This design comes from an exercise in tuning for small area and a short achievable clock period on the open sky130 flow, not from production work. At most, simulation tests tie the RTL to the original design; equivalence was not proved. Power is estimated from default activity; no workload was simulated.

==> run a: inputs <==
==> flow/design.v <==
package video_pkg;
	typedef logic [7:0] cam_byte_t;
	typedef struct packed {
		logic [4:0] r;     
		logic [5:0] g;     
		logic [4:0] b;     
	} rgb565_t;
	typedef struct packed {
		logic [7:0] r;
		logic [7:0] g;
		logic [7:0] b;
	} pixel_t;
endpackage
package mem_pkg;
	typedef logic [$clog2(64)-1:0] mem_addr_t;
	typedef enum logic [1:0] {
		req_cam1    = 2'd0,
		req_cam2    = 2'd1,
		req_display = 2'd2
	} req_id_t;
	typedef struct packed {
		mem_addr_t          addr;   
		logic [23:0]        data;   
	} mem_wr_t;
endpackage
module cam_capture #(
	parameter logic [5:0] BASE = '0      
) (
	input  logic        clk_25_2m,
	input  logic        reset,
	input  logic        vsync,
	input  logic        href,
	input  logic [7:0]  data,
	input  logic        wr_ready,        
	output logic        wr_valid_nx,     
	output logic [5:0]  wr_addr,         
	output logic [15:0] wr_data,
	output logic        frame_done
);
	logic        vsync_d;
	logic        vs_rise;
	logic        phase;                  
	logic [7:0]  hi_byte;
	logic [5:0]  wa;                     
	logic        push;
	logic        pop;
	logic [4:0]  wr_cnt;                 
	assign vs_rise = vsync && !vsync_d;
	assign push    = href && phase;
	assign pop     = wr_ready;
	always_ff @(posedge clk_25_2m) begin
		if (!reset) begin
			vsync_d <= 1'b0;
			phase   <= 1'b0;
			wa      <= BASE;
		end else begin
			vsync_d <= vsync;
			if (vs_rise) begin
				phase <= 1'b0;
				wa    <= BASE;
			end else if (href) begin
				phase <= !phase;
				if (phase)
					wa <= wa + 1'b1;
			end
		end
	end
	always_ff @(posedge clk_25_2m) begin
		if (href && !phase)
			hi_byte <= data;
	end
	logic [5:0]  fa [8];
	logic [15:0] fd [8];
	logic [2:0]  wp, rp, rp1, rp_nx;
	logic [3:0]  cnt, cnt_nx;
	logic [5:0]  ha;                     
	logic [5:0]  fa_rp1;
	always_ff @(posedge clk_25_2m) begin
		if (push) begin
			fa[wp] <= wa;
			fd[wp] <= {hi_byte, data};
		end
	end
	always_comb begin
		cnt_nx = cnt;
		if (push && !pop)
			cnt_nx = cnt + 1'b1;
		else if (!push && pop)
			cnt_nx = cnt - 1'b1;
	end
	assign wr_valid_nx = reset && (cnt_nx != '0);
	assign rp1   = rp + 1'b1;
	assign rp_nx = pop ? rp1 : rp;
	always_ff @(posedge clk_25_2m) begin
		if (!reset) begin
			wp       <= '0;
			rp       <= '0;
			cnt      <= '0;
		end else begin
			if (push)
				wp <= wp + 1'b1;
			rp       <= rp_nx;
			cnt      <= cnt_nx;
		end
	end
	assign fa_rp1 = fa[rp1];
	always_ff @(posedge clk_25_2m) begin
		if (push && wp == rp_nx)
			ha <= wa;
		else if (pop)
			ha <= fa_rp1;
	end
	assign wr_addr = ha;
	assign wr_data = fd[rp];
	always_ff @(posedge clk_25_2m) begin
		if (!reset) begin
			wr_cnt     <= '0;
			frame_done <= 1'b0;
		end else if (vs_rise) begin
			wr_cnt     <= '0;
			frame_done <= 1'b0;
		end else if (pop) begin
			wr_cnt <= wr_cnt + 1'b1;
			if (wr_cnt == 5'd31)
				frame_done <= 1'b1;
		end
	end
endmodule
module frame_mem_arbiter (
	input  logic        clk_25_2m,
	input  logic        reset,
	input  logic        wr_valid_1,      
	input  logic [5:0]  wr_addr_1,
	input  logic [15:0] wr_data_1,
	input  logic        wr_valid_2,
	input  logic [5:0]  wr_addr_2,
	input  logic [15:0] wr_data_2,
	input  logic        rd_req_valid,
	input  logic [5:0]  rd_addr,
	output logic        wr_ready_1,
	output logic        wr_ready_2,
	output logic        rd_req_ready,
	output logic        rd_data_valid,
	output logic [15:0] rd_data
);
	logic [15:0] mem [64];
	logic [2:0]  last;                   
	logic [2:0]  last_nx;
	logic [2:0]  g, g_nx;                
	logic        v1, v2, vd;
	logic        we;
	logic [5:0]  waddr;
	logic [15:0] wdata;
	assign v1 = wr_valid_1;
	assign v2 = wr_valid_2;
	assign vd = rd_req_valid;
	assign last_nx = !reset ? 3'b100 : ((g != 3'b000) ? g : last);
	assign g_nx[0] = v1 && (last_nx[2] || (last_nx[1] && !vd) || (last_nx[0] && !v2 && !vd));
	assign g_nx[1] = v2 && (last_nx[0] || (last_nx[2] && !v1) || (last_nx[1] && !vd && !v1));
	assign g_nx[2] = vd && (last_nx[1] || (last_nx[0] && !v2) || (last_nx[2] && !v1 && !v2));
	always_ff @(posedge clk_25_2m) begin
		last <= last_nx;
		g    <= g_nx;
		if (!reset)
			rd_data_valid <= 1'b0;
		else
			rd_data_valid <= g[2];
	end
	assign wr_ready_1   = g[0];
	assign wr_ready_2   = g[1];
	assign rd_req_ready = g[2];
	assign we    = wr_ready_1 || wr_ready_2;
	assign waddr = wr_ready_1 ? wr_addr_1 : wr_addr_2;
	assign wdata = wr_ready_1 ? wr_data_1 : wr_data_2;
	always_ff @(posedge clk_25_2m) begin
		if (we)
			mem[waddr] <= wdata;
	end
	logic [5:0] ra_q;
	always_ff @(posedge clk_25_2m) begin
		ra_q <= rd_addr;
	end
	assign rd_data = mem[ra_q];
endmodule
module video_timing (
	input  logic clk_25_2m,
	input  logic reset,
	input  logic run,
	output logic de,
	output logic hs,
	output logic vs
);
	localparam int HW = $clog2(((8 * 2) + 2 + 4 + 2));
	localparam int VW = $clog2((4 + 1 + 2 + 1));
	localparam int HS_START = (8 * 2) + 2;
	localparam int HS_END   = HS_START + 4;
	localparam int VS_START = 4 + 1;
	localparam int VS_END   = VS_START + 2;
	logic [HW-1:0] x;
	logic [VW-1:0] y;
	logic          line_end;
	logic          frame_end;
	assign line_end  = (x == HW'(((8 * 2) + 2 + 4 + 2) - 1));
	assign frame_end = (y == VW'((4 + 1 + 2 + 1) - 1));
	always_ff @(posedge clk_25_2m) begin
		if (!reset || !run) begin        
			x <= '0;
			y <= '0;
		end else if (line_end) begin
			x <= '0;
			if (frame_end)
				y <= '0;
			else
				y <= y + 1'b1;
		end else begin
			x <= x + 1'b1;
		end
	end
	assign de = run
		&& (x < HW'((8 * 2)))
		&& (y < VW'(4));                
	assign hs = run
		&& (x >= HW'(HS_START))
		&& (x < HW'(HS_END));                
	assign vs = run
		&& (y >= VW'(VS_START))
		&& (y <= VW'(VS_END - 1));
endmodule
module display_reader (
	input  logic        clk_25_2m,
	input  logic        reset,
	input  logic        cam1_done,
	input  logic        cam2_done,
	input  logic        rd_req_ready,
	input  logic        rd_data_valid,
	input  logic [15:0] rd_data,
	input  logic        pixel_req,
	output logic        rd_req_valid,    
	output logic [5:0]  rd_addr,
	output logic        timing_run,
	output logic [15:0] pixel
);
	logic        fetch_en, fetch_nx;
	logic        reads_done;
	logic [3:0]  rx;
	logic [1:0]  ry;
	logic [2:0]  wp, rp;
	logic [3:0]  cnt, cnt_nx;
	logic [15:0] pd [8];
	assign rd_addr = {rx[3], ry, rx[2:0]};
	always_ff @(posedge clk_25_2m) begin
		if (!reset) begin
			rx <= '0;
			ry <= '0;
		end else if (rd_req_ready) begin
			rx <= rx + 1'b1;
			if (rx == 4'd15)
				ry <= ry + 1'b1;
		end
	end
	assign fetch_nx = fetch_en || (cam1_done && cam2_done);
	assign rd_req_valid = reset && fetch_nx && ({1'b0, cnt_nx} + {4'b0, rd_req_ready} < 5'd8);
	always_ff @(posedge clk_25_2m) begin
		if (!reset) begin
			fetch_en   <= 1'b0;
			reads_done <= 1'b0;
			timing_run <= 1'b0;
		end else begin
			fetch_en <= fetch_nx;
			if (rd_req_ready && rx == 4'd15 && ry == 2'd3)
				reads_done <= 1'b1;
			if (fetch_en && (cnt == 4'd8 || reads_done))
				timing_run <= 1'b1;
		end
	end
	always_ff @(posedge clk_25_2m) begin
		if (rd_data_valid)
			pd[wp] <= rd_data;
	end
	always_comb begin
		cnt_nx = cnt;
		if (rd_data_valid && !pixel_req)
			cnt_nx = cnt + 1'b1;
		else if (!rd_data_valid && pixel_req)
			cnt_nx = cnt - 1'b1;
	end
	always_ff @(posedge clk_25_2m) begin
		if (!reset) begin
			wp           <= '0;
			rp           <= '0;
			cnt          <= '0;
		end else begin
			if (rd_data_valid)
				wp <= wp + 1'b1;
			if (pixel_req)
				rp <= rp + 1'b1;
			cnt <= cnt_nx;
		end
	end
	assign pixel = pd[rp];
endmodule
module stereo_cap_top (
	input  logic                    clk_25_2m,
	input  logic                    reset,
	input  logic                    cam1_vsync,
	input  logic                    cam1_href,
	input  video_pkg::cam_byte_t    cam1_data,
	input  logic                    cam2_vsync,
	input  logic                    cam2_href,
	input  video_pkg::cam_byte_t    cam2_data,
	output logic                    hdmi_de,
	output logic                    hdmi_hs,
	output logic                    hdmi_vs,
	output video_pkg::pixel_t       hdmi_d
);
	logic                 wr_valid_1, wr_ready_1, wr_valid_2, wr_ready_2;
	logic [5:0]           wr_addr_1, wr_addr_2, rd_addr;
	logic [15:0]          wr_data_1, wr_data_2, rd_data, pixel;
	logic                 cam1_done, cam2_done;
	logic                 rd_req_valid, rd_req_ready, rd_data_valid;
	logic                 timing_run, de, hs, vs;
	logic [15:0]          d565;              
	cam_capture #(.BASE(6'd0)) capture_cam1 (
		.clk_25_2m (clk_25_2m), .reset (reset),
		.vsync (cam1_vsync), .href (cam1_href), .data (cam1_data),
		.wr_ready (wr_ready_1), .wr_valid_nx (wr_valid_1),
		.wr_addr (wr_addr_1), .wr_data (wr_data_1), .frame_done (cam1_done)
	);
	cam_capture #(.BASE(6'd32)) capture_cam2 (
		.clk_25_2m (clk_25_2m), .reset (reset),
		.vsync (cam2_vsync), .href (cam2_href), .data (cam2_data),
		.wr_ready (wr_ready_2), .wr_valid_nx (wr_valid_2),
		.wr_addr (wr_addr_2), .wr_data (wr_data_2), .frame_done (cam2_done)
	);
	frame_mem_arbiter mem_arb (
		.clk_25_2m (clk_25_2m), .reset (reset),
		.wr_valid_1 (wr_valid_1), .wr_addr_1 (wr_addr_1), .wr_data_1 (wr_data_1),
		.wr_valid_2 (wr_valid_2), .wr_addr_2 (wr_addr_2), .wr_data_2 (wr_data_2),
		.rd_req_valid (rd_req_valid), .rd_addr (rd_addr),
		.wr_ready_1 (wr_ready_1), .wr_ready_2 (wr_ready_2), .rd_req_ready (rd_req_ready),
		.rd_data_valid (rd_data_valid), .rd_data (rd_data)
	);
	display_reader reader (
		.clk_25_2m (clk_25_2m), .reset (reset),
		.cam1_done (cam1_done), .cam2_done (cam2_done),
		.rd_req_ready (rd_req_ready), .rd_data_valid (rd_data_valid), .rd_data (rd_data),
		.pixel_req (de), .rd_req_valid (rd_req_valid), .rd_addr (rd_addr),
		.timing_run (timing_run), .pixel (pixel)
	);
	video_timing timing (
		.clk_25_2m (clk_25_2m), .reset (reset), .run (timing_run),
		.de (de), .hs (hs), .vs (vs)
	);
	always_ff @(posedge clk_25_2m) begin
		if (!reset) begin
			hdmi_de <= 1'b0;
			hdmi_hs <= 1'b0;
			hdmi_vs <= 1'b0;
			d565    <= '0;
		end else begin
			hdmi_de <= de;
			hdmi_hs <= hs;
			hdmi_vs <= vs;
			d565    <= de ? pixel : '0;    
		end
	end
	assign hdmi_d = {d565[15:11], d565[15:13],
	                 d565[10:5],  d565[10:9],
	                 d565[4:0],   d565[4:2]};
endmodule
==> flow/flow/run.sh <==
#!/bin/bash
set -euo pipefail
MARGIN=$(cat flow/margin.txt)
EXTRA=()
if [[ -f flow/extra.txt ]]; then
	while IFS= read -r line; do
		[[ -n "$line" ]] && EXTRA+=("$line")
	done < flow/extra.txt
fi
bash standard.sh \
	MATCH_CELL_FOOTPRINT=0 \
	SETUP_SLACK_MARGIN=$MARGIN \
	"BUFFER_PORTS_ARGS=-buffer_cell sky130_fd_sc_hd__buf_4" \
	"${EXTRA[@]}" \
	finish > make_finish.log 2>&1
==> flow/flow/extra.txt <==
CTS_ARGS=-sink_clustering_enable -repair_clock_nets -sink_clustering_size 28 -sink_clustering_max_diameter 80 -buf_list sky130_fd_sc_hd__clkbuf_16 -dont_use_dummy_load
==> flow/flow/margin.txt <==
5.2
==> flow/standard.sh <==
#!/bin/bash
# synth_recipe.tcl (not shown) runs the flow's synth.tcl, then flattens the netlist and writes it again
# the make line also repeats each setting of config.mk as NAME=value (left out here)
make -C /OpenROAD-flow-scripts/flow DESIGN_CONFIG=/design/flow/config.mk WORK_HOME=/design/flow/orfs CLKGATE_MAP_FILE= SYNTH_SCRIPT=/design/flow/synth_recipe.tcl "${@:-finish}"
==> flow/config.mk <==
export PLATFORM = sky130hd
export DESIGN_NAME = stereo_cap_top
export DESIGN_NICKNAME = stereo_cap_top
export VERILOG_FILES = /design/flow/design.v
export SDC_FILE = /design/flow/constraint.sdc
export NUM_CORES = 4
export LEC_CHECK = 0
export CAP_MARGIN = 20
export CORE_MARGIN = 2
export CORE_UTILIZATION = 55
export CTS_BUF_LIST = sky130_fd_sc_hd__clkbuf_16
export CTS_CLUSTER_DIAMETER = 80
export CTS_CLUSTER_SIZE = 28
export PLACE_DENSITY = 0.5
export SLEW_MARGIN = 20
==> flow/constraint.sdc <==
create_clock -name core_clock -period 8.0 [get_ports {clk_25_2m}]
set_input_delay 1.6000 -clock core_clock [delete_from_list [all_inputs] [get_ports {clk_25_2m}]]
set_output_delay 1.6000 -clock core_clock [all_outputs]
set_load 0.01 [all_outputs]
==> run b (differences from run a) <==
--- a/flow/design.v
+++ b/flow/design.v
@@ -34,4 +34,4 @@
 	input  logic        wr_ready,        
-	output logic        wr_valid_nx,     
-	output logic [5:0]  wr_addr,         
+	output logic        wr_valid,
+	output logic [5:0]  wr_addr,
 	output logic [15:0] wr_data,
@@ -73,6 +73,4 @@
 	logic [15:0] fd [8];
-	logic [2:0]  wp, rp, rp1, rp_nx;
+	logic [2:0]  wp, rp;
 	logic [3:0]  cnt, cnt_nx;
-	logic [5:0]  ha;                     
-	logic [5:0]  fa_rp1;
 	always_ff @(posedge clk_25_2m) begin
@@ -90,5 +88,2 @@
 	end
-	assign wr_valid_nx = reset && (cnt_nx != '0);
-	assign rp1   = rp + 1'b1;
-	assign rp_nx = pop ? rp1 : rp;
 	always_ff @(posedge clk_25_2m) begin
@@ -98,2 +93,3 @@
 			cnt      <= '0;
+			wr_valid <= 1'b0;
 		end else begin
@@ -101,15 +97,16 @@
 				wp <= wp + 1'b1;
-			rp       <= rp_nx;
+			if (pop)
+				rp <= rp + 1'b1;
 			cnt      <= cnt_nx;
+			wr_valid <= (cnt_nx != '0);
 		end
 	end
-	assign fa_rp1 = fa[rp1];
-	always_ff @(posedge clk_25_2m) begin
-		if (push && wp == rp_nx)
-			ha <= wa;
-		else if (pop)
-			ha <= fa_rp1;
+	always_comb begin
+		wr_addr = '0;
+		wr_data = '0;
+		for (int i = 0; i < 8; i++) begin
+			wr_addr = wr_addr | ({6{rp == 3'(i)}} & fa[i]);
+			wr_data = wr_data | ({16{rp == 3'(i)}} & fd[i]);
+		end
 	end
-	assign wr_addr = ha;
-	assign wr_data = fd[rp];
 	always_ff @(posedge clk_25_2m) begin
@@ -131,3 +128,3 @@
 	input  logic        reset,
-	input  logic        wr_valid_1,      
+	input  logic        wr_valid_1,
 	input  logic [5:0]  wr_addr_1,
@@ -147,4 +144,2 @@
 	logic [2:0]  last;                   
-	logic [2:0]  last_nx;
-	logic [2:0]  g, g_nx;                
 	logic        v1, v2, vd;
@@ -156,17 +151,15 @@
 	assign vd = rd_req_valid;
-	assign last_nx = !reset ? 3'b100 : ((g != 3'b000) ? g : last);
-	assign g_nx[0] = v1 && (last_nx[2] || (last_nx[1] && !vd) || (last_nx[0] && !v2 && !vd));
-	assign g_nx[1] = v2 && (last_nx[0] || (last_nx[2] && !v1) || (last_nx[1] && !vd && !v1));
-	assign g_nx[2] = vd && (last_nx[1] || (last_nx[0] && !v2) || (last_nx[2] && !v1 && !v2));
-	always_ff @(posedge clk_25_2m) begin
-		last <= last_nx;
-		g    <= g_nx;
-		if (!reset)
+	assign wr_ready_1   = v1 && (last[2] || (last[1] && !vd) || (last[0] && !v2 && !vd));
+	assign wr_ready_2   = v2 && (last[0] || (last[2] && !v1) || (last[1] && !vd && !v1));
+	assign rd_req_ready = vd && (last[1] || (last[0] && !v2) || (last[2] && !v1 && !v2));
+	always_ff @(posedge clk_25_2m) begin
+		if (!reset) begin
+			last          <= 3'b100;         
 			rd_data_valid <= 1'b0;
-		else
-			rd_data_valid <= g[2];
+		end else begin
+			if (v1 || v2 || vd)
+				last <= {rd_req_ready, wr_ready_2, wr_ready_1};
+			rd_data_valid <= rd_req_ready;
+		end
 	end
-	assign wr_ready_1   = g[0];
-	assign wr_ready_2   = g[1];
-	assign rd_req_ready = g[2];
 	assign we    = wr_ready_1 || wr_ready_2;
@@ -178,7 +171,14 @@
 	end
-	logic [5:0] ra_q;
+	logic [63:0] rsel;
+	logic [15:0] rdm;
+	always_comb begin
+		rdm = '0;
+		for (int i = 0; i < 64; i++) begin
+			rsel[i] = (rd_addr == 6'(i));
+			rdm     = rdm | ({16{rsel[i]}} & mem[i]);
+		end
+	end
 	always_ff @(posedge clk_25_2m) begin
-		ra_q <= rd_addr;
+		rd_data <= rdm;
 	end
-	assign rd_data = mem[ra_q];
 endmodule
@@ -261,3 +261,2 @@
 	assign fetch_nx = fetch_en || (cam1_done && cam2_done);
-	assign rd_req_valid = reset && fetch_nx && ({1'b0, cnt_nx} + {4'b0, rd_req_ready} < 5'd8);
 	always_ff @(posedge clk_25_2m) begin
@@ -291,2 +290,3 @@
 			cnt          <= '0;
+			rd_req_valid <= 1'b0;
 		end else begin
@@ -297,5 +297,10 @@
 			cnt <= cnt_nx;
+			rd_req_valid <= fetch_nx && ({1'b0, cnt_nx} + {4'b0, rd_req_ready} < 5'd8);
 		end
 	end
-	assign pixel = pd[rp];
+	always_comb begin
+		pixel = '0;
+		for (int i = 0; i < 8; i++)
+			pixel = pixel | ({16{rp == 3'(i)}} & pd[i]);
+	end
 endmodule
@@ -325,3 +330,3 @@
 		.vsync (cam1_vsync), .href (cam1_href), .data (cam1_data),
-		.wr_ready (wr_ready_1), .wr_valid_nx (wr_valid_1),
+		.wr_ready (wr_ready_1), .wr_valid (wr_valid_1),
 		.wr_addr (wr_addr_1), .wr_data (wr_data_1), .frame_done (cam1_done)
@@ -331,3 +336,3 @@
 		.vsync (cam2_vsync), .href (cam2_href), .data (cam2_data),
-		.wr_ready (wr_ready_2), .wr_valid_nx (wr_valid_2),
+		.wr_ready (wr_ready_2), .wr_valid (wr_valid_2),
 		.wr_addr (wr_addr_2), .wr_data (wr_data_2), .frame_done (cam2_done)
==> flow/run.sh (new file) <==
#!/bin/bash
# synth_recipe.tcl (not shown) runs the flow's synth.tcl, then flattens the netlist and writes it again
# the make line also repeats each setting of config.mk as NAME=value (left out here)
make -C /OpenROAD-flow-scripts/flow DESIGN_CONFIG=/design/flow/config.mk WORK_HOME=/design/flow/orfs CLKGATE_MAP_FILE= SYNTH_SCRIPT=/design/flow/synth_recipe.tcl finish
Settings changed: CTS_BUF_LIST sky130_fd_sc_hd__clkbuf_16 to default, CTS_CLUSTER_DIAMETER 80 to default, CTS_CLUSTER_SIZE 28 to default, PLACE_DENSITY 0.5 to default, SETUP_SLACK_MARGIN from default to 4.5.
removed: flow/flow/run.sh
removed: flow/flow/extra.txt
removed: flow/flow/margin.txt
removed: flow/standard.sh
==> notes <==
- Of run a and run b, run b has the higher non-clock buffer count (gap 72).
- Against run a, the sequential power of run b is larger by about 6%.
- Clock power: run b is higher than run a (about 90%).
- Core utilization: run b is higher than run a (4.3 points).
- Between run a and run b, the lower synthesized area is in run b (gap 4.0%, measured against run b).
- In run b the synthesized cell count is larger than in run a, by about 22%.
- In run b the sequential share of layout area is lower than in run a, by 2.4 points.
==> figures <==
| item | run b | run a |
|---|---|---|
| Clock period minus worst slack | 3.63 ns | 2.81 ns |
| Reg clk slew, reported paths | 0.06 ns | 0.11 ns |
| Inverters, non-clock | 31 | 18 |
| Seq_cells | 1637 | 1639 |
| Post-route setup slack | 4.37 ns | 5.19 ns |
| Routing usage on met3 | 0.118 | 0.0327 |
| Non-Filler Cell Area, Final | 71200 um2 | 69000 um2 |
| Highest attainable clock frequency | 275 MHz | 356 MHz |
| Startpoint of the worst hold path | timing.x[0] | reader.ry[1] |
| Slew at the pin with the worst max-slew slack | 1.27 ns | 0.967 ns |
| Number of stages on the worst setup path | 9 | 6 |
| Number of cells traversed by the worst hold path | 1 | 0 |
| Buffer count from post-CTS setup fixing | 55 | 24 |
| Gate count of the mapped netlist | 3568 | 2915 |
| Result of the run | no timing/DRC/antenna violations | no timing/DRC/antenna violations |
Only the layout flow was run in run b; the RTL was not checked for function there.

## separate check: timing with driven ports
The flow's constraints put no driver on any port. The routed layouts listed below were extracted and timed again, unchanged, in two steps.
Step 1, drivers: a clkbuf_16 drives clk_25_2m and a buf_2 each remaining input, both assumed.
Step 2 also shifts input and output timing later by t, the mid clock arrival at the registers, as if the neighbouring blocks saw the same clock.
Slacks: ideal ports / drivers / drivers and shift; pairs: ideal ports / drivers.
| run | shift t [ns] | setup WS [ns] | worst setup path after step 2 | worst slew at a driven data input, ns | pins driven straight from the clock port |
|---|---|---|---|---|---|
| run a | 0.720 | 5.190 / 5.178 / 4.581 | input to register | 0.04 | 1 |
| run b | 0.835 | 4.365 / 4.365 / 3.922 | input to register | 0.05 | 1 |
After both steps setup and hold are still met in every run listed. The setup slack of run a, which loses most, moves by -0.012 ns with the drivers and by -0.609 ns with both steps.
